Background: an optimization exercise with open tools, aiming at small area, a short achievable clock period and few clock cycles per item. Do not read the settings as production practice. Function was not checked in any run shown here: the RTL went through the layout flow alone. Power is estimated from default activity; no workload was simulated.

`constraint.sdc`:
```
create_clock -name core_clock -period 4.0 [get_ports {clk}]
set_input_delay 0.8000 -clock core_clock [delete_from_list [all_inputs] [get_ports {clk}]]
set_output_delay 0.8000 -clock core_clock [all_outputs]
set_load 0.01 [all_outputs]
```
`config.mk`:
```
export PLATFORM = sky130hd
export DESIGN_NAME = http_header_field_locator
export DESIGN_NICKNAME = http_header_field_locator
export VERILOG_FILES = /design/flow/design.v
export SDC_FILE = /design/flow/constraint.sdc
export NUM_CORES = 4
export LEC_CHECK = 0
export ABC_AREA = 1
export CAP_MARGIN = 20
export CORE_MARGIN = 2
export CORE_UTILIZATION = 40
export SETUP_SLACK_MARGIN = 2.0
export SLEW_MARGIN = 20
```
`run.sh`:
```
#!/bin/bash
# synth_recipe.tcl (not shown) runs the flow's synth.tcl, then flattens the netlist and writes it again
# the make line also repeats each setting of config.mk as NAME=value (left out here)
make -C /OpenROAD-flow-scripts/flow DESIGN_CONFIG=/design/flow/config.mk WORK_HOME=/design/flow/orfs CLKGATE_MAP_FILE= SYNTH_SCRIPT=/design/flow/synth_recipe.tcl finish
```
`design.v`:
```
`default_nettype none
package hhfl_pkg;
  localparam int unsigned PosW = 16;
  localparam logic [1:0] PH_START = 2'd0;
  localparam logic [1:0] PH_KEY   = 2'd1;
  localparam logic [1:0] PH_VALUE = 2'd2;
  localparam logic [1:0] PH_DONE  = 2'd3;
  localparam logic [7:0] ChCr    = 8'h0d;
  localparam logic [7:0] ChLf    = 8'h0a;
  localparam logic [7:0] ChSpace = 8'h20;
  localparam logic [7:0] ChColon = 8'h3a;
  localparam logic [7:0] ChZero  = 8'h30;
  localparam logic [7:0] ChNine  = 8'h39;
  function automatic logic [7:0] start_char(input logic [1:0] k, input logic [3:0] i);
    logic [63:0] s;
    case (k)
      2'd0: s = "HTTP/1.1";
      2'd1: s = {"GET", 40'd0};
      2'd2: s = {"HEAD", 32'd0};
      default: s = {"POST", 32'd0};
    endcase
    start_char = s[63 - 8 * i[2:0] -: 8];
  endfunction
  function automatic logic [3:0] start_len(input logic [1:0] k);
    case (k)
      2'd0: start_len = 4'd8;
      2'd1: start_len = 4'd3;
      default: start_len = 4'd4;
    endcase
  endfunction
  function automatic logic [7:0] key_char(input logic [1:0] k, input logic [3:0] i);
    logic [103:0] s;
    case (k)
      2'd0: s = {"Host:", 64'd0};
      2'd1: s = {"User-Agent:", 16'd0};
      default: s = "Content-Type:";
    endcase
    key_char = (i < 4'd13) ? s[103 - 8 * i -: 8] : 8'd0;
  endfunction
  function automatic logic [3:0] key_len(input logic [1:0] k);
    case (k)
      2'd0: key_len = 4'd5;
      2'd1: key_len = 4'd11;
      default: key_len = 4'd13;
    endcase
  endfunction
endpackage
`default_nettype wire
`default_nettype none
module hhfl_scan (
  input  wire logic        clk,
  input  wire logic        rst_n,
  input  wire logic        step,       
  input  wire logic        fresh,      
  input  wire logic        last_byte,
  input  wire logic [7:0]  data_byte,
  input  wire logic        is_cr,
  input  wire logic        is_lf,
  input  wire logic        is_sp,
  input  wire logic        is_colon,
  input  wire logic        is_digit,
  output logic             r_ok,
  output logic             r_resp,
  output logic [1:0]       r_method,
  output logic [15:0]      r_status,
  output logic [15:0]      r_uri_off,
  output logic [15:0]      r_uri_len,
  output logic [15:0]      r_host_off,
  output logic [15:0]      r_host_len,
  output logic [15:0]      r_agent_off,
  output logic [15:0]      r_agent_len,
  output logic [15:0]      r_ctype_off,
  output logic [15:0]      r_ctype_len
);
  logic [15:0] pos_r;
  logic        full_r;               
  logic [1:0]  phase_r;
  logic        cr_r, colon_r;
  logic [1:0]  sp_r;
  logic [3:0]  m_r;                  
  logic [3:0]  idx_r;
  logic        dig_r;
  logic        vseen_r;
  logic [15:0] vst_r;                
  logic [15:0] cnt_r;                
  logic [15:0] pos_inc;
  logic        lf, adv, clr, resp;
  assign pos_inc = pos_r + 16'd1;
  assign lf   = cr_r && is_lf;
  assign adv  = step && !full_r;
  assign clr  = !rst_n || (step && last_byte);
  assign resp = m_r[2];
  logic [1:0]  phase_nxt;
  logic [1:0]  sp_nxt;
  logic [3:0]  m_nxt, idx_nxt;
  logic        dig_nxt, vseen_nxt;
  logic        st_end_ok, first_sp, resp_now, dig_acc, set_val, cnt_inc, commit;
  logic [1:0]  kind;
  always_comb begin
    phase_nxt = phase_r; sp_nxt = sp_r; m_nxt = m_r; idx_nxt = idx_r;
    dig_nxt = dig_r; vseen_nxt = vseen_r;
    st_end_ok = 1'b0; first_sp = 1'b0; dig_acc = 1'b0; set_val = 1'b0;
    cnt_inc = 1'b0; commit = 1'b0;
    resp_now = m_r[0] && idx_r == 4'd8;
    kind = 2'd3;
    for (int k = 3; k >= 1; k--)
      if (m_r[k] && idx_r == hhfl_pkg::start_len(2'(k))) kind = 2'(k - 1);
    case (phase_r)
      hhfl_pkg::PH_START: begin
        if (sp_r == 2'd1) cnt_inc = 1'b1;
        if (lf) begin
          if (sp_r == 2'd2 && (!resp || dig_r)) begin
            st_end_ok = 1'b1;
            phase_nxt = hhfl_pkg::PH_KEY;
            m_nxt = 4'b0111; idx_nxt = '0;
          end else begin
            phase_nxt = hhfl_pkg::PH_DONE;
          end
        end else if (is_sp) begin
          if (sp_r == 2'd0) begin
            first_sp = 1'b1;
            m_nxt = {1'b0, resp_now, resp_now ? 2'd0 : kind};
            idx_nxt = '0;
            sp_nxt = 2'd1;
          end else if (sp_r == 2'd1) begin
            sp_nxt = 2'd2;
          end
        end else if (sp_r == 2'd0) begin
          for (int k = 0; k < 4; k++)
            if (idx_r >= hhfl_pkg::start_len(2'(k)) || hhfl_pkg::start_char(2'(k), idx_r) != data_byte)
              m_nxt[k] = 1'b0;
          if (idx_r != 4'd15) idx_nxt = idx_r + 4'd1;
        end else if (sp_r == 2'd1 && resp && idx_r == 4'd0) begin
          if (is_digit) begin
            dig_acc = 1'b1;
            dig_nxt = 1'b1;
          end else begin
            idx_nxt = 4'd1;
          end
        end
      end
      hhfl_pkg::PH_KEY, hhfl_pkg::PH_VALUE: begin
        if (lf) begin
          if (phase_r == hhfl_pkg::PH_KEY) begin
            if (idx_r == 4'd1) phase_nxt = hhfl_pkg::PH_DONE;
          end else begin
            commit = 1'b1;
            phase_nxt = hhfl_pkg::PH_KEY;
          end
          m_nxt = 4'b0111; idx_nxt = '0; vseen_nxt = 1'b0;
        end else if (phase_r == hhfl_pkg::PH_KEY) begin
          if (colon_r && is_sp) begin
            for (int k = 0; k < 3; k++)
              m_nxt[k] = m_r[k] && idx_r == hhfl_pkg::key_len(2'(k));
            set_val = 1'b1;
            phase_nxt = hhfl_pkg::PH_VALUE;
          end else begin
            for (int k = 0; k < 3; k++)
              if (idx_r >= hhfl_pkg::key_len(2'(k)) || hhfl_pkg::key_char(2'(k), idx_r) != data_byte)
                m_nxt[k] = 1'b0;
            if (idx_r != 4'd15) idx_nxt = idx_r + 4'd1;
          end
        end else if (!vseen_r) begin
          if (colon_r && is_sp) vseen_nxt = 1'b1;
          else cnt_inc = 1'b1;
        end
      end
      default: ;
    endcase
  end
  always_ff @(posedge clk) begin
    if (clr) begin
      pos_r <= '0; full_r <= 1'b0; phase_r <= hhfl_pkg::PH_START; cr_r <= 1'b0;
      colon_r <= 1'b0; sp_r <= '0; m_r <= 4'hf; idx_r <= '0; dig_r <= 1'b0;
      vseen_r <= 1'b0;
    end else if (adv) begin
      pos_r <= pos_inc; full_r <= &pos_r[15:1];
      phase_r <= phase_nxt; cr_r <= is_cr;
      colon_r <= (phase_r == hhfl_pkg::PH_KEY || phase_r == hhfl_pkg::PH_VALUE) && is_colon;
      sp_r <= sp_nxt; m_r <= m_nxt; idx_r <= idx_nxt; dig_r <= dig_nxt;
      vseen_r <= vseen_nxt;
    end
  end
  logic [15:0] csc_r;
  logic [15:0] acc_a, acc_b, acc_c, acc_e, s1, c1, s2, c2;
  logic [8:0]  lo_sum;
  logic [7:0]  hi_sum;
  always_comb begin
    acc_a = {vst_r[12:0], data_byte[2:0]};
    acc_b = {vst_r[14:0], 1'b0};
    acc_c = {csc_r[12:1], data_byte[3], 3'b000};
    acc_e = {csc_r[14:0], 1'b0};
    s1 = acc_a ^ acc_b ^ acc_c;
    c1 = {(acc_a[14:0] & acc_b[14:0]) | (acc_a[14:0] & acc_c[14:0]) | (acc_b[14:0] & acc_c[14:0]), 1'b0};
    s2 = s1 ^ c1 ^ acc_e;
    c2 = {(s1[14:0] & c1[14:0]) | (s1[14:0] & acc_e[14:0]) | (c1[14:0] & acc_e[14:0]), 1'b0};
    lo_sum = {1'b0, vst_r[7:0]} + {1'b0, csc_r[7:0]};
    hi_sum = vst_r[15:8] + csc_r[15:8];
  end
  always_ff @(posedge clk) begin
    if (adv && (set_val || first_sp)) begin
      vst_r <= (first_sp && resp_now) ? 16'd0 : pos_inc;
      csc_r <= '0;
    end else if (adv && dig_acc) begin
      vst_r <= s2;
      csc_r <= c2;
    end else begin
      vst_r <= {hi_sum, lo_sum[7:0]};
      csc_r <= {7'd0, lo_sum[8], 8'd0};
    end
    if (adv && (set_val || first_sp)) cnt_r <= '1;
    else if (adv && cnt_inc) cnt_r <= cnt_r + 16'd1;
  end
  logic [15:0] vst_g, cnt_g;
  assign vst_g = fresh ? 16'd0 : vst_r;
  assign cnt_g = fresh ? 16'd0 : cnt_r;
  always_ff @(posedge clk) begin
    if (adv && (fresh || st_end_ok)) begin
      r_ok <= !fresh;
      r_resp <= !fresh && resp;
      r_method <= fresh ? 2'd0 : m_r[1:0];
    end
    if (adv && (fresh || (st_end_ok && resp)))
      r_status <= vst_g;
    if (adv && (fresh || (st_end_ok && !resp))) begin
      r_uri_off <= vst_g; r_uri_len <= cnt_g;
    end
    if (adv && (fresh || (commit && m_r[0]))) begin
      r_host_off <= vst_g; r_host_len <= cnt_g;
    end
    if (adv && (fresh || (commit && m_r[1]))) begin
      r_agent_off <= vst_g; r_agent_len <= cnt_g;
    end
    if (adv && (fresh || (commit && m_r[2]))) begin
      r_ctype_off <= vst_g; r_ctype_len <= cnt_g;
    end
  end
endmodule
`default_nettype wire
`default_nettype none
module http_header_field_locator (
  input  wire logic        clk,
  input  wire logic        rst_n,
  input  wire logic        in_valid,
  output logic             in_stall,
  input  wire logic [7:0]  in_data_byte,
  input  wire logic        in_last_byte,
  output logic             out_valid,
  input  wire logic        out_stall,
  output logic             out_parse_ok,
  output logic             out_resp_flag,
  output logic [1:0]       out_method_kind,
  output logic [15:0]      out_status_code,
  output logic [15:0]      out_uri_offset,
  output logic [15:0]      out_uri_length,
  output logic [15:0]      out_host_offset,
  output logic [15:0]      out_host_length,
  output logic [15:0]      out_agent_offset,
  output logic [15:0]      out_agent_length,
  output logic [15:0]      out_ctype_offset,
  output logic [15:0]      out_ctype_length
);
  logic       iv_r, il_r, ov_r, stall_r, fresh_r;
  logic [7:0] ib_r;
  logic       cr_r, lf_r, sp_r, colon_r, digit_r;
  logic       step, iv_nxt, ov_nxt;
  assign step     = iv_r && !ov_r;
  assign in_stall = stall_r;         
  always_comb begin
    iv_nxt = iv_r;
    if (in_valid && !stall_r) iv_nxt = 1'b1;
    else if (step) iv_nxt = 1'b0;
    ov_nxt = ov_r;
    if (step && il_r) ov_nxt = 1'b1;
    else if (!out_stall) ov_nxt = 1'b0;
  end
  always_ff @(posedge clk) begin
    if (!rst_n) begin
      iv_r <= 1'b0;
      ov_r <= 1'b0;
      stall_r <= 1'b0;
      fresh_r <= 1'b1;
    end else begin
      iv_r <= iv_nxt;
      ov_r <= ov_nxt;
      stall_r <= iv_nxt && ov_nxt;
      if (step) fresh_r <= il_r;
    end
    if (!stall_r) begin
      ib_r    <= in_data_byte;
      il_r    <= in_last_byte;
      cr_r    <= in_data_byte == hhfl_pkg::ChCr;
      lf_r    <= in_data_byte == hhfl_pkg::ChLf;
      sp_r    <= in_data_byte == hhfl_pkg::ChSpace;
      colon_r <= in_data_byte == hhfl_pkg::ChColon;
      digit_r <= in_data_byte >= hhfl_pkg::ChZero && in_data_byte <= hhfl_pkg::ChNine;
    end
  end
  hhfl_scan u_scan (
    .clk(clk), .rst_n(rst_n), .step(step), .fresh(fresh_r), .last_byte(il_r),
    .data_byte(ib_r), .is_cr(cr_r), .is_lf(lf_r), .is_sp(sp_r), .is_colon(colon_r),
    .is_digit(digit_r),
    .r_ok(out_parse_ok), .r_resp(out_resp_flag), .r_method(out_method_kind),
    .r_status(out_status_code), .r_uri_off(out_uri_offset), .r_uri_len(out_uri_length),
    .r_host_off(out_host_offset), .r_host_len(out_host_length),
    .r_agent_off(out_agent_offset), .r_agent_len(out_agent_length),
    .r_ctype_off(out_ctype_offset), .r_ctype_len(out_ctype_length)
  );
  assign out_valid = ov_r;
endmodule
`default_nettype wire
```
==> results of run 1 <==
through the flow:
stage	util	hold WS, ps	instances	cell area [µm²]	power, mW
global route	0.536	485	1734	14900	6.80
global placement	0.483	441	1632	13400	4.12
finish	0.536	457	1734	14900	6.51
detailed placement	0.483	445	1632	13400	4.12
CTS	0.524	460	1711	14600	6.51
floorplan	-	428	1112	11400	3.70
state kept, by name, indices dropped and copies added, names as in the netlist, 16 cells and up:
name / flops
u_scan.cnt_r: 16
u_scan.pos_r: 16
u_scan.r_agent_len: 16
u_scan.r_agent_off: 16
u_scan.r_ctype_len: 16
u_scan.r_ctype_off: 16
u_scan.r_host_len: 16
u_scan.r_host_off: 16
u_scan.r_status: 16
u_scan.r_uri_len: 16
u_scan.r_uri_off: 16
u_scan.vst_r: 16
kinds of logic after synthesis:
group	count (synthesis)
AOI/OAI and AO/OA	161
xor gates and xnor gates	35
adders and majority gates	54
buffers and inverters	173
DFF	244
and+or+nand+nor	445
routing by layer:
metal / wire length (µm) / global-route usage / part of all wire / up-vias
li1: - / - / - / 4221
met1: 14600 / 0.302 / 0.48 / 4200
met2: 13600 / 0.315 / 0.45 / 292
met3: 1720 / 0.0263 / 0.056 / 44
met4: 639 / 0.0566 / 0.021 / 0
met5: 0 / 0 / 0 / -
layout by cell type (no fill, tap or decap), drive strengths merged, types with 8 or more instances in the layout:
cell type and instances:
nand3 71, nor2 131, ha 31, a21oi 50, dlygate4sd2 10, xor2 28
nand2 194, a211oi 8, edfxtp 165, inv 145, buf 70, clkbuf 57
clkdlybuf4s15 104, nor3 18, dfxtp 79, clkdlybuf4s50 12, nand4 15, o21ai 61
clkinv 10, fa 23
layout make-up:
cell class | instances | area, µm² | area share
inverters | 146 | 593 | 0.0399
clock inverters | 16 | 171 | 0.0115
multi-input cells | 696 | 4420 | 0.297
repair inverters | 1 | 6.26 | 0.000420
repair buffers | 222 | 1980 | 0.133
flip-flops and latches | 244 | 6570 | 0.442
well taps | 378 | 473 | 0.0318
clock buffers | 31 | 669 | 0.0450
power breakdown:
group	internal [mW]	switching, mW	leakage [nW]
Combinational	0.434	0.652	3.50
Sequential	2.89	0.156	2.24
Clock	1.39	0.982	0.400
worst max-delay path: cells and delay by family, from the launching register on:
kind / cells / cell delay [ps]
AND/OR/NAND/NOR: 9 / 700
adder cells (fa/ha/maj): 2 / 540
flip-flops: 1 / 380
AO/OA/AOI/OAI: 2 / 260
buffers and inverters: 2 / 110
worst paths after layout:
check        slack [ps]              from          endpoint
max reg2reg        1940   u_scan.idx_r[0]     u_scan.m_r[2]
min reg2reg         460  u_scan.cnt_r[15]  u_scan.cnt_r[15]
min                 460  u_scan.cnt_r[15]  u_scan.cnt_r[15]
max                1940   u_scan.idx_r[0]     u_scan.m_r[2]
repair_timing:
action | 4_1_cts | 5_1_grt
setup buffers | 30 | 22
cloned | 2 | 1
resized for setup | 322 | 125
pin swaps | 12 | 23
setup endpoints to repair | 354 | 210
==> impl_metrics.env, run 1 <==
export IMPL_postSynthCellCount=1112
export IMPL_clock_insertion_delay_worst_skew_ps=530
export IMPL_yosys_top_cells_area="edfxtp_1, dfxtp_1, nand2_1, inv_1, nor2_1"
export IMPL_cts_root_buf="clkbuf_16"
export IMPL_timing_worst_setup_path_type="flip-flop to flip-flop"
export IMPL_avgViaCountPerCell=5.05
export IMPL_wire_per_inst_um=17.6
export IMPL_grt_setup_unrepaired="yes"
export IMPL_crit_path_top_delay_cell="dfxtp_4"
export IMPL_period_share=0.514
export IMPL_asyncSetResetFlopFracSynth=0
export IMPL_grt_pass1_vias=8356
export IMPL_hpwl_um=21800
export IMPL_cts_clk_slew_worst_paths_ps=70
export IMPL_slew_headroom=0.640
export IMPL_synth_compound_area_share=0.0848
export IMPL_finalWorstPathRequiredPeriod_ps=2060
export IMPL_worst_r2r_cell_count=15
export IMPL_grt_pass1_wl_um=47000
export IMPL_pre_cts_slack_ps=1100
export IMPL_maxClockFrequency_mhz=486
export IMPL_post_synth_cell_area_avg_um2=10.2
export IMPL_holdBufCountCts=0
export IMPL_grt_overflow_total=0
export IMPL_buffer_ports_inserted=162
export IMPL_grt_max_degree=33
export IMPL_capturing_element_type_of_the_critical_path="flip-flop"
export IMPL_power_leakage_nw=6.14
export IMPL_worst_ep_arrival_time_ps=2520
export IMPL_synth_top_family_by_area="simple AND/OR/NAND/NOR gates"
export IMPL_first_pass_iters=5
export IMPL_synth_area_mux_share=0
export IMPL_area_growth_pct=31.8
export IMPL_die_h_um=172
export IMPL_cts_max_level=1
export IMPL_via_count=8757
export IMPL_synth_unique_cells=55
export IMPL_timing_final_hold_violations=0
export IMPL_post_syn_nets=1179
export IMPL_hold_path_cell_count=2
export IMPL_timing_critical_path_cells="inv_8 > ha_4 > ha_4 > inv_6 > nand2_1 > nand2_1 > o21ai_0 > nand2_1 > nand3_1 > nand2_1 > nor2_2 > nand3_1 > o21bai_1 > nand2_1 > nand3_1"
export IMPL_layout_nets=1404
export IMPL_tightest_slew_ps=540
export IMPL_crit_fanout=8
export IMPL_cts_buffer_depth=3
export IMPL_status="complete, no violations"
export IMPL_critical_path_max_stage_delay_ps=380
export IMPL_yosys_most_used_dff="edfxtp_1"
export IMPL_floorplan_core_area_um2=27800
export IMPL_antenna_found_initial=0
export IMPL_setup_tns_ps=0
export IMPL_finalSetupViolations=0
export IMPL_mappedNetlistArea_um2=11300
export IMPL_timing_critical_path_mode_cell="nand2_1"
export IMPL_number_of_sinks_driven_by_the_clock_tree=244
export IMPL_dieWidth_um=172
export IMPL_drc_errors=0
export IMPL_dieArea_um2=29600
export IMPL_rows=61
export IMPL_globalRouteTotalUtil=0.204
export IMPL_power_density_cell_area_nw_per_um2=437
export IMPL_postRouteWirelength_um=30600
export IMPL_edff_count_synth=165
export IMPL_fin_worst_skew_ps=10.7
export IMPL_detail_route_antenna_nets=0
export IMPL_post_route_cells_drive_above_1_share=0.174
export IMPL_critPathLaunchType="flip-flop"
export IMPL_post_synthesis_register_bit_count=244
export IMPL_synth_most_common_cell="nand2_1"
export IMPL_fill_cells=2473
export IMPL_max_cap_violations=0
export IMPL_hp_class="flip-flop to flip-flop"
export IMPL_yosys_top_cells_count="nand2_1, edfxtp_1, inv_1"
export IMPL_synth_top_area_frac=0.439
export IMPL_post_synth_adder_cell_area=0.0751
export IMPL_n_antenna_cell=0
export IMPL_synth_simple_area_share=0.173
export IMPL_cp_data_required_time_ps=4470
export IMPL_post_route_worst_setup_slack_ps=1940
export IMPL_num_io_pins=163
export IMPL_share_of_the_yosys_chip_area_belonging_to_registers=0.579
export IMPL_tritoncts="built"
export IMPL_post_synth_top_area_cell="edfxtp_1"
export IMPL_final_max_slew_violation_count=0
export IMPL_cts_buffers_inserted=26
export IMPL_yosys_area_share_xor_xnor=0.0271
export IMPL_finalWeightedCongestion=0.939
export IMPL_floorplan_initialDensity=0.407
export IMPL_yosys_warnings=2
export IMPL_initialDrtViolationCount=736
export IMPL_ir_drop_uv=232
==> inputs of run 2 (changes only) <==
--- a/config.mk
+++ b/config.mk
@@ -9,5 +9,5 @@
 export CAP_MARGIN = 20
 export CORE_MARGIN = 2
 export CORE_UTILIZATION = 40
-export SETUP_SLACK_MARGIN = 2.0
+export SETUP_SLACK_MARGIN = 2.4
 export SLEW_MARGIN = 20
==> run 2 against run 1 <==
Effect of this change:
- maximum frequency is 1.1% lower
- clock skew is 6.0 ps higher
- final cell count is 5.0% higher
- flip-flop and latch count stayed put
- synthesized area stayed put
- critical endpoint is now u_scan.idx_r[0]
- highest routed layer unchanged
- synthesized cell count stayed put
- largest cell class unchanged
- first-iteration DRC count is 71% higher
==> impl_metrics.env, run 2 <==
export IMPL_status="complete, no violations"
export IMPL_tightest_slew_ps=563
export IMPL_post_placement_cell_area_um2=13500
export IMPL_yosys_most_used_dff="edfxtp_1"
export IMPL_share_of_the_yosys_chip_area_belonging_to_registers=0.579
export IMPL_via_count=9403
export IMPL_postSynthCellCount=1112
export IMPL_grt_max_degree=25
export IMPL_globalRouteTotalUtil=0.223
export IMPL_num_io_pins=163
export IMPL_r2r_end="u_scan.idx_r[0]"
export IMPL_setup_tns_ps=0
export IMPL_asyncSetResetFlopFracSynth=0
export IMPL_post_synth_top_area_cell="edfxtp_1"
export IMPL_detail_route_antenna_nets=0
export IMPL_timing_worst_setup_path_type="flip-flop to flip-flop"
export IMPL_rows=61
export IMPL_layout_nets=1490
export IMPL_p_comb_frac=0.189
export IMPL_clock_insertion_delay_worst_skew_ps=540
export IMPL_hpwl_um=20900
export IMPL_hp_class="flip-flop to flip-flop"
export IMPL_wire_per_inst_um=18.6
export IMPL_p_total_mw=6.77
export IMPL_die_h_um=172
export IMPL_setup_worst_path_start="u_scan.idx_r[0]"
export IMPL_synth_unique_cells=55
export IMPL_dieWidth_um=172
export IMPL_power_density_cell_area_nw_per_um2=421
export IMPL_grt_pass1_vias=8981
export IMPL_crit_fanout=15
export IMPL_post_route_cells_drive_above_1_share=0.366
export IMPL_worst_r2r_cell_count=8
export IMPL_worst_hold_slack_ps=466
export IMPL_yosys_warnings=2
export IMPL_yosys_top_cells_count="nand2_1, edfxtp_1, inv_1"
export IMPL_grt_setup_unrepaired="yes"
export IMPL_floorplan_core_area_um2=27800
export IMPL_ir_drop_uv=248
export IMPL_min_to="u_scan.cnt_r[15]"
export IMPL_layout_commonest_cell="edfxtp_1"
export IMPL_edff_count_synth=165
export IMPL_finalSetupViolations=0
export IMPL_yosys_top_cells_area="edfxtp_1, dfxtp_1, nand2_1, inv_1, nor2_1"
export IMPL_final_max_slew_violation_count=0
export IMPL_worst_ep_arrival_time_ps=2480
export IMPL_internal_power_mw=4.88
export IMPL_first_pass_iters=6
export IMPL_final_core_utilization=0.579
export IMPL_post_synthesis_register_bit_count=244
export IMPL_timing_hold_worst_start="u_scan.cnt_r[15]"
export IMPL_slew_headroom=0.623
export IMPL_area_growth_pct=42.4
export IMPL_antenna_found_initial=0
export IMPL_synth_most_common_cell="nand2_1"
export IMPL_finalWorstPathRequiredPeriod_ps=2080
export IMPL_postRouteWirelength_um=33900
export IMPL_grt_pass1_wl_um=50900
export IMPL_cts_clk_slew_worst_paths_ps=60
export IMPL_capturing_element_type_of_the_critical_path="flip-flop"
export IMPL_number_of_sinks_driven_by_the_clock_tree=244
export IMPL_grt_overflow_total=0
export IMPL_r2r_setup_slack_ps=1920
export IMPL_critPathLaunchType="flip-flop"
export IMPL_post_synth_cell_area_avg_um2=10.2
export IMPL_maxClockFrequency_mhz=481
export IMPL_post_syn_nets=1179
export IMPL_hold_path_cell_count=2
export IMPL_clkPwrFrac=0.360
export IMPL_reg2reg_launch_point="u_scan.idx_r[0]"
export IMPL_cp_data_required_time_ps=4400
export IMPL_drc_errors=0
export IMPL_tritoncts="built"
export IMPL_timing_final_hold_violations=0
export IMPL_dieArea_um2=29600
export IMPL_seq_power_share=0.451
export IMPL_power_leakage_nw=6.77
export IMPL_cts_buffer_depth=3
export IMPL_cts_root_buf="clkbuf_16"
export IMPL_layout_common_cells="edfxtp_1, nand2_1, buf_2"
export IMPL_p_sw_frac=0.280
export IMPL_synth_top_area_frac=0.439
export IMPL_initialDrtViolationCount=1262
export IMPL_cts_buffers_inserted=26
export IMPL_buffer_ports_inserted=162
export IMPL_period_share=0.520
export IMPL_fin_worst_skew_ps=16.6
export IMPL_max_cap_violations=0
export IMPL_avgViaCountPerCell=5.16
export IMPL_mappedNetlistArea_um2=11300
export IMPL_layout_cell_area_non_filler_um2=16100
export IMPL_switching_power_mw=1.90
export IMPL_finalWeightedCongestion=0.906
export IMPL_cts_max_level=1
export IMPL_n_antenna_cell=0
export IMPL_floorplan_initialDensity=0.407
run 2: cell families (layout without fill, tap and decap cells):
group                    Yosys count  in the layout  synth area share
flip-flops                       244            244             0.579
AO/OA/AOI/OAI                    161            161            0.0848
buffers and inverters            173            502            0.0608
adder cells (fa/ha/maj)           54             54            0.0751
XOR/XNOR                          35             35            0.0271
AND/OR/NAND/NOR                  445            447             0.173
run 2: layout make-up:
type | instances | area, µm²
sequential | 244 | 6590
tap | 378 | 473
fill | 2308 | 11700
timing repair buffer | 306 | 2610
inverter | 146 | 633
clock inverter | 16 | 185
multi-input combinational | 697 | 4890
timing repair inverter | 2 | 13.8
clock buffer | 32 | 694
run 2: metal layers:
| layer | part of all wire | vias up | GRT usage | wire (µm) |
|---|---|---|---|---|
| met2 | 0.45 | 486 | 0.356 | 15200 |
| met5 | 0 | - | 0 | 0 |
| met4 | 0.027 | 0 | 0.0515 | 917 |
| met3 | 0.083 | 82 | 0.0387 | 2830 |
| met1 | 0.44 | 4427 | 0.318 | 15000 |
| li1 | - | 4408 | - | - |
run 2: worst max-delay path, cell delays in order (launching register included):
cell	delay, ps
dfxtp_4	390
buf_4	260
ha_1	220
inv_1	100
nor2_4	210
xor2_1	230
nand2_1	160
a211oi_4	310
a211oi_2	70
run 2: worst max path at each step:
stage,end,slack (ps),depth (start not counted)
after global routing,u_scan.m_r[2],1790,13
after floorplan,u_scan.r_ctype_len[0],2040,6
after detailed placement,u_scan.idx_r[1],1230,6
after global placement,u_scan.idx_r[1],1310,6
after CTS,u_scan.m_r[1],1920,14
final,u_scan.idx_r[0],1920,8
run 2: power groups by stage:
stage	Clock, mW	Sequential [mW]	Combinational [mW]
2_1_floorplan	0	3.09	0.629
3_3_place_gp	0	3.10	1.01
3_5_place_dp	0	3.10	1.02
4_1_cts	2.49	3.04	1.21
5_1_grt	2.59	3.08	1.40
6_report	2.44	3.05	1.28
run 2: per-stage QoR:
| step | worst slack (ps) | cells |
|---|---|---|
| finish | 1920 | 1821 |
| global route | 1790 | 1821 |
| CTS | 1920 | 1799 |
| detailed placement | 1230 | 1631 |
| global placement | 1310 | 1631 |
| floorplan | 2040 | 1112 |
run 2: repair_timing:
action | in CTS | in global routing
hold buffers | 0 | 0
endpoints found under the setup margin | 482 | 354
gates cloned | 16 | 0
pin swaps | 51 | 44
endpoints found under the hold margin | 0 | 0
buffers inserted | 104 | 22
gates resized for setup | 806 | 76
==> inputs of run 3 (changes only) <==
--- a/design.v
+++ b/design.v
@@ -44,6 +44,24 @@
       default: key_len = 4'd13;
     endcase
   endfunction
+  function automatic logic start_match(input logic [1:0] k, input logic [3:0] i,
+                                       input logic [7:0] b);
+    start_match = 1'b0;
+    for (int j = 0; j < 8; j++)
+      if (i == 4'(j) && 4'(j) < start_len(k) && b == start_char(k, 4'(j)))
+        start_match = 1'b1;
+  endfunction
+  function automatic logic key_match(input logic [1:0] k, input logic [3:0] i,
+                                     input logic [7:0] b);
+    key_match = 1'b0;
+    for (int j = 0; j < 13; j++)
+      if (i == 4'(j) && 4'(j) < key_len(k) && b == key_char(k, 4'(j)))
+        key_match = 1'b1;
+  endfunction
+  function automatic logic [15:0] inc16(input logic [15:0] x);
+    for (int j = 0; j < 16; j++)
+      inc16[j] = x[j] ^ ((x & ((16'd1 << j) - 16'd1)) == ((16'd1 << j) - 16'd1));
+  endfunction
 endpackage
 `default_nettype wire
 `default_nettype none
@@ -74,9 +92,9 @@
 );
   logic [15:0] pos_r;
   logic        full_r;               
-  logic [1:0]  phase_r;
+  logic        st_r, kp_r, vp_r;
   logic        cr_r, colon_r;
-  logic [1:0]  sp_r;
+  logic        sp1_r, sp2_r;         
   logic [3:0]  m_r;                  
   logic [3:0]  idx_r;
   logic        dig_r;
@@ -85,100 +103,94 @@
   logic [15:0] cnt_r;                
   logic [15:0] pos_inc;
   logic        lf, adv, clr, resp;
-  assign pos_inc = pos_r + 16'd1;
+  assign pos_inc = hhfl_pkg::inc16(pos_r);
   assign lf   = cr_r && is_lf;
   assign adv  = step && !full_r;
   assign clr  = !rst_n || (step && last_byte);
   assign resp = m_r[2];
-  logic [1:0]  phase_nxt;
-  logic [1:0]  sp_nxt;
+  logic        st_nxt, kp_nxt, vp_nxt, sp1_nxt, sp2_nxt;
   logic [3:0]  m_nxt, idx_nxt;
   logic        dig_nxt, vseen_nxt;
   logic        st_end_ok, first_sp, resp_now, dig_acc, set_val, cnt_inc, commit;
   logic [1:0]  kind;
   always_comb begin
-    phase_nxt = phase_r; sp_nxt = sp_r; m_nxt = m_r; idx_nxt = idx_r;
-    dig_nxt = dig_r; vseen_nxt = vseen_r;
+    st_nxt = st_r; kp_nxt = kp_r; vp_nxt = vp_r; sp1_nxt = sp1_r; sp2_nxt = sp2_r;
+    m_nxt = m_r; idx_nxt = idx_r; dig_nxt = dig_r; vseen_nxt = vseen_r;
     st_end_ok = 1'b0; first_sp = 1'b0; dig_acc = 1'b0; set_val = 1'b0;
     cnt_inc = 1'b0; commit = 1'b0;
     resp_now = m_r[0] && idx_r == 4'd8;
     kind = 2'd3;
     for (int k = 3; k >= 1; k--)
       if (m_r[k] && idx_r == hhfl_pkg::start_len(2'(k))) kind = 2'(k - 1);
-    case (phase_r)
-      hhfl_pkg::PH_START: begin
-        if (sp_r == 2'd1) cnt_inc = 1'b1;
-        if (lf) begin
-          if (sp_r == 2'd2 && (!resp || dig_r)) begin
-            st_end_ok = 1'b1;
-            phase_nxt = hhfl_pkg::PH_KEY;
-            m_nxt = 4'b0111; idx_nxt = '0;
-          end else begin
-            phase_nxt = hhfl_pkg::PH_DONE;
-          end
-        end else if (is_sp) begin
-          if (sp_r == 2'd0) begin
-            first_sp = 1'b1;
-            m_nxt = {1'b0, resp_now, resp_now ? 2'd0 : kind};
-            idx_nxt = '0;
-            sp_nxt = 2'd1;
-          end else if (sp_r == 2'd1) begin
-            sp_nxt = 2'd2;
-          end
-        end else if (sp_r == 2'd0) begin
-          for (int k = 0; k < 4; k++)
-            if (idx_r >= hhfl_pkg::start_len(2'(k)) || hhfl_pkg::start_char(2'(k), idx_r) != data_byte)
-              m_nxt[k] = 1'b0;
-          if (idx_r != 4'd15) idx_nxt = idx_r + 4'd1;
-        end else if (sp_r == 2'd1 && resp && idx_r == 4'd0) begin
-          if (is_digit) begin
-            dig_acc = 1'b1;
-            dig_nxt = 1'b1;
-          end else begin
-            idx_nxt = 4'd1;
-          end
+    if (st_r) begin
+      if (sp1_r && !sp2_r) cnt_inc = 1'b1;
+      if (lf) begin
+        st_nxt = 1'b0;
+        if (sp2_r && (!resp || dig_r)) begin
+          st_end_ok = 1'b1;
+          kp_nxt = 1'b1;
+          m_nxt = 4'b0111; idx_nxt = '0;
+        end
+      end else if (is_sp) begin
+        if (!sp1_r) begin
+          first_sp = 1'b1;
+          m_nxt = {1'b0, resp_now, resp_now ? 2'd0 : kind};
+          idx_nxt = '0;
+          sp1_nxt = 1'b1;
+        end else begin
+          sp2_nxt = 1'b1;
+        end
+      end else if (!sp1_r) begin
+        for (int k = 0; k < 4; k++)
+          if (!hhfl_pkg::start_match(2'(k), idx_r, data_byte)) m_nxt[k] = 1'b0;
+        if (idx_r != 4'd15) idx_nxt = idx_r + 4'd1;
+      end else if (!sp2_r && resp && idx_r == 4'd0) begin
+        if (is_digit) begin
+          dig_acc = 1'b1;
+          dig_nxt = 1'b1;
+        end else begin
+          idx_nxt = 4'd1;
         end
       end
-      hhfl_pkg::PH_KEY, hhfl_pkg::PH_VALUE: begin
-        if (lf) begin
-          if (phase_r == hhfl_pkg::PH_KEY) begin
-            if (idx_r == 4'd1) phase_nxt = hhfl_pkg::PH_DONE;
-          end else begin
-            commit = 1'b1;
-            phase_nxt = hhfl_pkg::PH_KEY;
-          end
-          m_nxt = 4'b0111; idx_nxt = '0; vseen_nxt = 1'b0;
-        end else if (phase_r == hhfl_pkg::PH_KEY) begin
-          if (colon_r && is_sp) begin
-            for (int k = 0; k < 3; k++)
-              m_nxt[k] = m_r[k] && idx_r == hhfl_pkg::key_len(2'(k));
-            set_val = 1'b1;
-            phase_nxt = hhfl_pkg::PH_VALUE;
-          end else begin
-            for (int k = 0; k < 3; k++)
-              if (idx_r >= hhfl_pkg::key_len(2'(k)) || hhfl_pkg::key_char(2'(k), idx_r) != data_byte)
-                m_nxt[k] = 1'b0;
-            if (idx_r != 4'd15) idx_nxt = idx_r + 4'd1;
-          end
-        end else if (!vseen_r) begin
-          if (colon_r && is_sp) vseen_nxt = 1'b1;
-          else cnt_inc = 1'b1;
+    end
+    if (kp_r || vp_r) begin
+      if (lf) begin
+        if (kp_r) begin
+          if (idx_r == 4'd1) kp_nxt = 1'b0;
+        end else begin
+          commit = 1'b1;
+          vp_nxt = 1'b0; kp_nxt = 1'b1;
+        end
+        m_nxt = 4'b0111; idx_nxt = '0; vseen_nxt = 1'b0;
+      end else if (kp_r) begin
+        if (colon_r && is_sp) begin
+          for (int k = 0; k < 3; k++)
+            m_nxt[k] = m_r[k] && idx_r == hhfl_pkg::key_len(2'(k));
+          set_val = 1'b1;
+          kp_nxt = 1'b0; vp_nxt = 1'b1;
+        end else begin
+          for (int k = 0; k < 3; k++)
+            if (!hhfl_pkg::key_match(2'(k), idx_r, data_byte)) m_nxt[k] = 1'b0;
+          if (idx_r != 4'd15) idx_nxt = idx_r + 4'd1;
         end
+      end else if (!vseen_r) begin
+        if (colon_r && is_sp) vseen_nxt = 1'b1;
+        else cnt_inc = 1'b1;
       end
-      default: ;
-    endcase
+    end
   end
   always_ff @(posedge clk) begin
     if (clr) begin
-      pos_r <= '0; full_r <= 1'b0; phase_r <= hhfl_pkg::PH_START; cr_r <= 1'b0;
-      colon_r <= 1'b0; sp_r <= '0; m_r <= 4'hf; idx_r <= '0; dig_r <= 1'b0;
-      vseen_r <= 1'b0;
+      pos_r <= '0; full_r <= 1'b0; st_r <= 1'b1; kp_r <= 1'b0; vp_r <= 1'b0;
+      cr_r <= 1'b0; colon_r <= 1'b0; sp1_r <= 1'b0; sp2_r <= 1'b0; m_r <= 4'hf;
+      idx_r <= '0; dig_r <= 1'b0; vseen_r <= 1'b0;
     end else if (adv) begin
       pos_r <= pos_inc; full_r <= &pos_r[15:1];
-      phase_r <= phase_nxt; cr_r <= is_cr;
-      colon_r <= (phase_r == hhfl_pkg::PH_KEY || phase_r == hhfl_pkg::PH_VALUE) && is_colon;
-      sp_r <= sp_nxt; m_r <= m_nxt; idx_r <= idx_nxt; dig_r <= dig_nxt;
-      vseen_r <= vseen_nxt;
+      st_r <= st_nxt; kp_r <= kp_nxt; vp_r <= vp_nxt;
+      cr_r <= is_cr;
+      colon_r <= (kp_r || vp_r) && is_colon;
+      sp1_r <= sp1_nxt; sp2_r <= sp2_nxt; m_r <= m_nxt; idx_r <= idx_nxt;
+      dig_r <= dig_nxt; vseen_r <= vseen_nxt;
     end
   end
   logic [15:0] csc_r;
@@ -209,7 +221,7 @@
       csc_r <= {7'd0, lo_sum[8], 8'd0};
     end
     if (adv && (set_val || first_sp)) cnt_r <= '1;
-    else if (adv && cnt_inc) cnt_r <= cnt_r + 16'd1;
+    else if (adv && cnt_inc) cnt_r <= hhfl_pkg::inc16(cnt_r);
   end
   logic [15:0] vst_g, cnt_g;
   assign vst_g = fresh ? 16'd0 : vst_r;
==> run 3 against run 2 <==
Effect of this change:
- global-route usage is 0.64 points lower
- power shrank 6.6%
- largest power group unchanged
- highest routed layer unchanged
- hold slack better by 21 ps
- sequential share of layout area is 0.33 points higher
- still clean on timing, DRC and antenna
==> impl_metrics.env, run 3 <==
export IMPL_globalRouteTotalUtil=0.216
export IMPL_detail_route_antenna_nets=0
export IMPL_asyncSetResetFlopFracSynth=0
export IMPL_post_route_worst_setup_slack_ps=2090
export IMPL_dieWidth_um=170
export IMPL_grt_setup_unrepaired="yes"
export IMPL_floorplan_core_area_um2=27000
export IMPL_grt_pass1_wl_um=48600
export IMPL_finalWorstPathRequiredPeriod_ps=1910
export IMPL_worstPathBufferInverterCount=1
export IMPL_synth_unique_cells=50
export IMPL_num_io_pins=163
export IMPL_floorplan_initialDensity=0.408
export IMPL_edff_count_synth=165
export IMPL_yosys_most_used_dff="edfxtp_1"
export IMPL_final_max_slew_violation_count=0
export IMPL_min_to="u_scan.cr_r"
export IMPL_internal_power_mw=4.68
export IMPL_buffer_ports_inserted=162
export IMPL_cts_buffers_inserted=26
export IMPL_worst_ep_arrival_time_ps=1110
export IMPL_share_of_the_yosys_chip_area_belonging_to_registers=0.594
export IMPL_power_leakage_nw=6.89
export IMPL_layout_common_cells="edfxtp_1, nand2_1, buf_2"
export IMPL_crit_fanout=1
export IMPL_via_count=8846
export IMPL_layout_commonest_cell="edfxtp_1"
export IMPL_mappedNetlistArea_um2=11000
export IMPL_post_syn_nets=1126
export IMPL_cp_data_required_time_ps=3200
export IMPL_switching_power_mw=1.65
export IMPL_crit_path_top_delay_cell="edfxtp_1"
export IMPL_period_share=0.478
export IMPL_worst_r2r_cell_count=12
export IMPL_cts_root_buf="clkbuf_16"
export IMPL_finalSetupViolations=0
export IMPL_r2r_setup_slack_ps=2170
export IMPL_cts_buffer_depth=3
export IMPL_fin_worst_skew_ps=16.7
export IMPL_synth_most_common_cell="nand2_1"
export IMPL_die_h_um=170
export IMPL_fin_cells=1725
export IMPL_dieArea_um2=28900
export IMPL_seq_power_share=0.471
export IMPL_r2r_end="u_scan.vst_r[0]"
export IMPL_avgViaCountPerCell=5.13
export IMPL_p_comb_frac=0.147
export IMPL_wire_per_inst_um=19.0
export IMPL_cpLargestDelayFamily="flip-flops"
export IMPL_cts_clk_slew_worst_paths_ps=60
export IMPL_yosys_top_cells_count="nand2_1, edfxtp_1, inv_1"
export IMPL_critPathLaunchType="flip-flop"
export IMPL_maxClockFrequency_mhz=523
export IMPL_timing_final_hold_violations=0
export IMPL_dp_cells=1547
export IMPL_worst_hold_slack_ps=486
export IMPL_post_route_cells_drive_above_1_share=0.419
export IMPL_hold_path_cell_count=2
export IMPL_capturing_element_type_of_the_critical_path="output port"
export IMPL_cts_max_level=1
export IMPL_rows=60
export IMPL_yosys_top_cells_area="edfxtp_1, dfxtp_1, nand2_1, inv_1, fa_1"
export IMPL_post_synth_top_area_cell="edfxtp_1"
export IMPL_layout_nets=1431
export IMPL_initialDrtViolationCount=888
export IMPL_drc_errors=0
export IMPL_clkPwrFrac=0.382
export IMPL_setup_tns_ps=0
export IMPL_p_sw_frac=0.260
export IMPL_grt_overflow_total=0
export IMPL_tightest_slew_ps=568
export IMPL_postSynthCellCount=1059
export IMPL_hp_class="flip-flop to flip-flop"
export IMPL_slew_headroom=0.621
export IMPL_post_placement_cell_area_um2=13100
export IMPL_reg2reg_launch_point="lf_r"
export IMPL_timing_worst_setup_path_type="flip-flop to output port"
export IMPL_finalWeightedCongestion=0.955
export IMPL_n_antenna_cell=0
export IMPL_ir_drop_uv=333
export IMPL_timing_critical_path_cells="buf_2"
export IMPL_clock_insertion_delay_worst_skew_ps=540
export IMPL_pre_cts_slack_ps=1440
export IMPL_status="complete, no violations"
export IMPL_antenna_found_initial=0
export IMPL_timing_hold_worst_start="u_scan.cr_r"
export IMPL_grt_pass1_vias=8662
export IMPL_post_synthesis_register_bit_count=245
export IMPL_tritoncts="built"
export IMPL_max_cap_violations=0
export IMPL_yosys_warnings=2
export IMPL_critical_path_max_stage_delay_ps=410
export IMPL_number_of_sinks_driven_by_the_clock_tree=245
export IMPL_power_density_cell_area_nw_per_um2=395
export IMPL_area_growth_pct=45.3
export IMPL_hpwl_um=19600
export IMPL_synth_top_area_frac=0.449
export IMPL_grt_max_degree=25
export IMPL_postRouteWirelength_um=32800
export IMPL_layout_cell_area_non_filler_um2=16000
export IMPL_first_pass_iters=6
export IMPL_post_synth_cell_area_avg_um2=10.4
[run 3: final cells by class]
cell class	instances	area, µm²
Inverter	147	608
Clock buffer	32	673
Multi-Input combinational cell	649	4920
Timing Repair inverter	2	17.5
Timing Repair Buffer	293	2600
Fill cell	2185	11000
Tap cell	341	427
Sequential cell	245	6620
Clock inverter	16	179
[run 3: worst max-delay path by stage]
stage                     cells past startpoint              endpoint  slack (ps)             startpoint
after global routing                          1   out_ctype_offset[2]        2060  u_scan.r_ctype_off[2]
after global placement                        9   u_scan.r_uri_off[3]        1500                   lf_r
after floorplan                               6  u_scan.r_host_len[0]        2020                   iv_r
after CTS                                     1   out_ctype_offset[2]        2060  u_scan.r_ctype_off[2]
final                                         1   out_ctype_offset[2]        2090  u_scan.r_ctype_off[2]
after detailed placement                      6   u_scan.r_uri_off[3]        1440                fresh_r
[run 3: through the flow]
stage | total power, mW | util
floorplan | 3.41 | -
global placement | 3.73 | 0.485
detailed placement | 3.73 | 0.485
CTS | 6.27 | 0.560
global route | 6.58 | 0.593
finish | 6.33 | 0.593
[run 3: worst min-delay path, cell delays in order (launching register included)]
cell,delay (ps)
dfxtp_2,330
nand2_1,60
a21oi_1,60
[run 3: cell families after synthesis]
| family | synth area share |
|---|---|
| buf+inv | 0.0609 |
| fa+ha+maj | 0.0769 |
| xor+xnor | 0.0212 |
| simple gates | 0.175 |
| compound gates | 0.0722 |
| flops | 0.594 |
[run 3: what timing repair did]
action                                  4_1_cts  5_1_grt
setup buffers                                78       34
pin swaps                                    60       64
hold buffers                                  0        0
endpoints found under the setup margin      372      359
cloned                                       15        3
gates resized for setup                     839      162
[run 3: power by group through the flow]
stage | Combinational [mW] | Sequential (mW) | Clock, mW
finish | 0.933 | 2.98 | 2.42
global route | 1.02 | 3.00 | 2.56
CTS | 0.838 | 2.98 | 2.45
detailed placement | 0.703 | 3.03 | 0
global placement | 0.699 | 3.03 | 0
floorplan | 0.366 | 3.05 | 0
[run 3: layer usage]
layer | vias to the layer above | share of wire | track usage
li1 | 4183 | - | -
met1 | 4292 | 0.42 | 0.279
met2 | 301 | 0.50 | 0.385
met3 | 70 | 0.049 | 0.0258
met4 | 0 | 0.030 | 0.0572
met5 | - | 0 | 0
==> inputs of run 4 (changes only) <==
==> flow/run.sh (new file) <==
#!/bin/bash
# The standard layout (standard.sh), with the input and output port buffers
# made of sky130_fd_sc_hd__buf_2 cells rather than the cell buffer_ports picks.
set -euo pipefail
bash standard.sh 'BUFFER_PORTS_ARGS=-buffer_cell sky130_fd_sc_hd__buf_2' finish > standard_finish.log 2>&1
==> standard.sh (new file) <==
#!/bin/bash
# synth_recipe.tcl (not shown) runs the flow's synth.tcl, then flattens the netlist and writes it again
# the make line also repeats each setting of config.mk as NAME=value (left out here)
make -C /OpenROAD-flow-scripts/flow DESIGN_CONFIG=/design/flow/config.mk WORK_HOME=/design/flow/orfs CLKGATE_MAP_FILE= SYNTH_SCRIPT=/design/flow/synth_recipe.tcl "${@:-finish}"
removed: run.sh
==> run 4 against run 3 <==
Effect of this change:
- still clean
- core utilization grew 0.070 points
- design area grew 0.12%
- wire length grew 0.47%
- combinational power grew 1%
- sequential power is essentially flat
- die area is the same
- clock power is essentially flat
- register-to-register slack lost 80 ps
- synthesized cell count is the same
- via count grew 2.7%
- final cell count grew 0.64%
- critical path type unchanged
- largest power group unchanged
==> impl_metrics.env, run 4 <==
export IMPL_p_total_mw=6.33
export IMPL_worst_hold_slack_ps=458
export IMPL_grt_max_degree=38
export IMPL_critPathLaunchType="flip-flop"
export IMPL_tightest_slew_ps=691
export IMPL_num_io_pins=163
export IMPL_power_leakage_nw=6.93
export IMPL_initialDrtViolationCount=888
export IMPL_tritoncts="built"
export IMPL_buffer_ports_inserted=162
export IMPL_yosys_warnings=2
export IMPL_synth_top_area_frac=0.449
export IMPL_rows=60
export IMPL_yosys_top_cells_count="nand2_1, edfxtp_1, inv_1"
export IMPL_antenna_found_initial=0
export IMPL_post_synth_top_area_cell="edfxtp_1"
export IMPL_asyncSetResetFlopFracSynth=0
export IMPL_postSynthCellCount=1059
export IMPL_floorplan_core_area_um2=27000
export IMPL_worstPathBufferInverterCount=1
export IMPL_synth_unique_cells=50
export IMPL_slew_headroom=0.538
export IMPL_worst_ep_arrival_time_ps=1150
export IMPL_post_synthesis_register_bit_count=245
export IMPL_crit_path_top_delay_cell="edfxtp_1"
export IMPL_grt_overflow_total=0
export IMPL_cpLargestDelayFamily="flip-flops"
export IMPL_grt_setup_unrepaired="yes"
export IMPL_dieArea_um2=28900
export IMPL_finalSetupViolations=0
export IMPL_holdBufCountCts=0
export IMPL_globalRouteMet1Util=0.296
export IMPL_hp_class="input port to flip-flop"
export IMPL_die_h_um=170
export IMPL_n_antenna_cell=0
export IMPL_yosys_most_used_dff="edfxtp_1"
export IMPL_share_of_the_yosys_chip_area_belonging_to_registers=0.594
export IMPL_clock_insertion_delay_worst_skew_ps=530
export IMPL_finalWeightedCongestion=0.943
export IMPL_grt_pass1_vias=8801
export IMPL_yosys_top_cells_area="edfxtp_1, dfxtp_1, nand2_1, inv_1, fa_1"
export IMPL_multi_input_comb_area_um2=4840
export IMPL_layout_commonest_cell="edfxtp_1"
export IMPL_globalRouteTotalUtil=0.219
export IMPL_number_of_sinks_driven_by_the_clock_tree=245
export IMPL_post_route_cells_drive_above_1_share=0.419
export IMPL_cts_clk_slew_worst_paths_ps=70
export IMPL_post_synth_cell_area_avg_um2=10.4
export IMPL_timing_critical_path_cells="buf_2"
export IMPL_capturing_element_type_of_the_critical_path="output port"
export IMPL_status="complete, no violations"
export IMPL_final_max_slew_violation_count=0
export IMPL_layout_nets=1442
export IMPL_fill_cells=2137
export IMPL_power_density_cell_area_nw_per_um2=394
export IMPL_via_count=9087
export IMPL_finalWorstPathRequiredPeriod_ps=1950
export IMPL_first_pass_iters=6
export IMPL_timing_worst_setup_path_type="flip-flop to output port"
export IMPL_cts_buffers_inserted=26
export IMPL_ff_latch_area_um2=6620
export IMPL_wire_per_inst_um=19.0
export IMPL_post_syn_nets=1126
export IMPL_layout_common_cells="edfxtp_1, buf_2, nand2_1"
export IMPL_area_growth_pct=45.5
export IMPL_grt_util_met2=0.381
export IMPL_edff_count_synth=165
export IMPL_crit_fanout=1
export IMPL_fin_worst_skew_ps=19.5
export IMPL_period_share=0.488
export IMPL_cp_data_required_time_ps=3200
export IMPL_mappedNetlistArea_um2=11000
export IMPL_drc_errors=0
export IMPL_cts_buffer_depth=3
export IMPL_detail_route_antenna_nets=0
export IMPL_floorplan_initialDensity=0.408
export IMPL_met3_usage=0.0251
export IMPL_avgViaCountPerCell=5.23
export IMPL_final_core_utilization=0.594
export IMPL_r2r_setup_slack_ps=2090
export IMPL_timing_final_hold_violations=0
export IMPL_cts_max_level=1
export IMPL_setup_tns_ps=0
export IMPL_hpwl_um=19600
export IMPL_critical_path_max_stage_delay_ps=450
export IMPL_maxClockFrequency_mhz=513
export IMPL_max_cap_violations=0
export IMPL_grt_busiest_layer="met2"
export IMPL_grt_pass1_wl_um=49100
export IMPL_synth_most_common_cell="nand2_1"
export IMPL_postRouteWirelength_um=32900
export IMPL_ir_drop_uv=299
export IMPL_dieWidth_um=170
export IMPL_cts_root_buf="clkbuf_16"
[run 4: routing by layer]
| layer | vias to the layer above | routed length, µm |
|---|---|---|
| met5 | - | 0 |
| met4 | 0 | 968 |
| met3 | 86 | 1960 |
| met2 | 401 | 16100 |
| met1 | 4389 | 13900 |
| li1 | 4211 | - |
[run 4: kinds of logic after synthesis]
kind of cell	Yosys count	synth area share
adders and majority gates	54	0.0769
xor gates and xnor gates	25	0.0212
AOI/OAI and AO/OA	136	0.0722
buffers and inverters	169	0.0609
DFF	245	0.594
and+or+nand+nor	430	0.175
[run 4: worst paths after layout]
check,from,endpoint,cells after the start
max,u_scan.r_ok,out_parse_ok,1
min,in_last_byte,il_r,1
max reg2reg,lf_r,u_scan.r_ctype_off[4],9
min reg2reg,u_scan.m_r[3],u_scan.m_r[3],2
[run 4: worst register-to-register path: stages (launching register included)]
cell and delay (ps):
edfxtp_1 370, nand2_4 100, inv_6 80, ha_4 120, a21oi_2 40, or2_4 290
a21oi_4 210, buf_12 170, buf_12 130, buf_12 120
[run 4: layout make-up]
type / instances / share of cell area
sequential: 245 / 0.412
multi-input combinational: 651 / 0.302
timing repair buffer: 303 / 0.167
clock buffer: 35 / 0.0457
inverter: 147 / 0.0377
tap: 341 / 0.0266
clock inverter: 13 / 0.00826
timing repair inverter: 1 / 0.000468
[run 4: repair_timing]
| action | 4_1_cts | 5_1_grt |
|---|---|---|
| resized for setup | 253 | 108 |
| gates cloned | 20 | 1 |
| setup endpoints to repair | 369 | 365 |
| pin swaps | 55 | 44 |
| setup buffers | 91 | 31 |
[run 4: power breakdown]
part | total (mW) | switching [mW] | internal [mW]
Clock | 2.41 | 0.988 | 1.42
Sequential | 2.98 | 0.104 | 2.88
Combinational | 0.942 | 0.535 | 0.406
[run 4: through the flow]
| stage | std cells | setup WS (ps) | instance area [µm²] |
|---|---|---|---|
| finish | 1736 | 2050 | 16100 |
| global route | 1736 | 2020 | 16100 |
| CTS | 1704 | 2040 | 15400 |
| detailed placement | 1545 | 1400 | 12300 |
| global placement | 1545 | 1450 | 12300 |
| floorplan | 1059 | 2020 | 11200 |

[afterwards: timing with drivers on the ports]
Ports are ideal in the flow. The routed layouts listed here were re-timed in OpenROAD.
Step 1 assumes that a clkbuf_16 drives the clock port and a buf_2 every other input.
Step 2 moves the port delays by t, midway between the first and last clock arrival at a register: inputs arrive t later, outputs are due t later. That takes back most of the time a late clock gives input paths.
Slacks: no drivers / after step 1 / after step 2; pairs: no drivers / after step 1.
run | t (ns) | slack for setup (ns) | worst setup path after step 2 | pins driven straight from the clock port
run 1 | 0.577 | 1.944 / 1.944 / 1.717 | input to register | 1
run 2 | 0.577 | 1.921 / 1.921 / 1.881 | input to register | 1
run 3 | 0.581 | 2.087 / 2.041 / 1.928 | input to register | 1
run 4 | 0.565 | 2.049 / 2.007 / 2.091 | register to register | 1
After both steps every run listed still meets setup and hold. For run 1, which loses most, drivers alone change the setup slack by 0.000 ns; drivers and shift together by -0.227 ns.
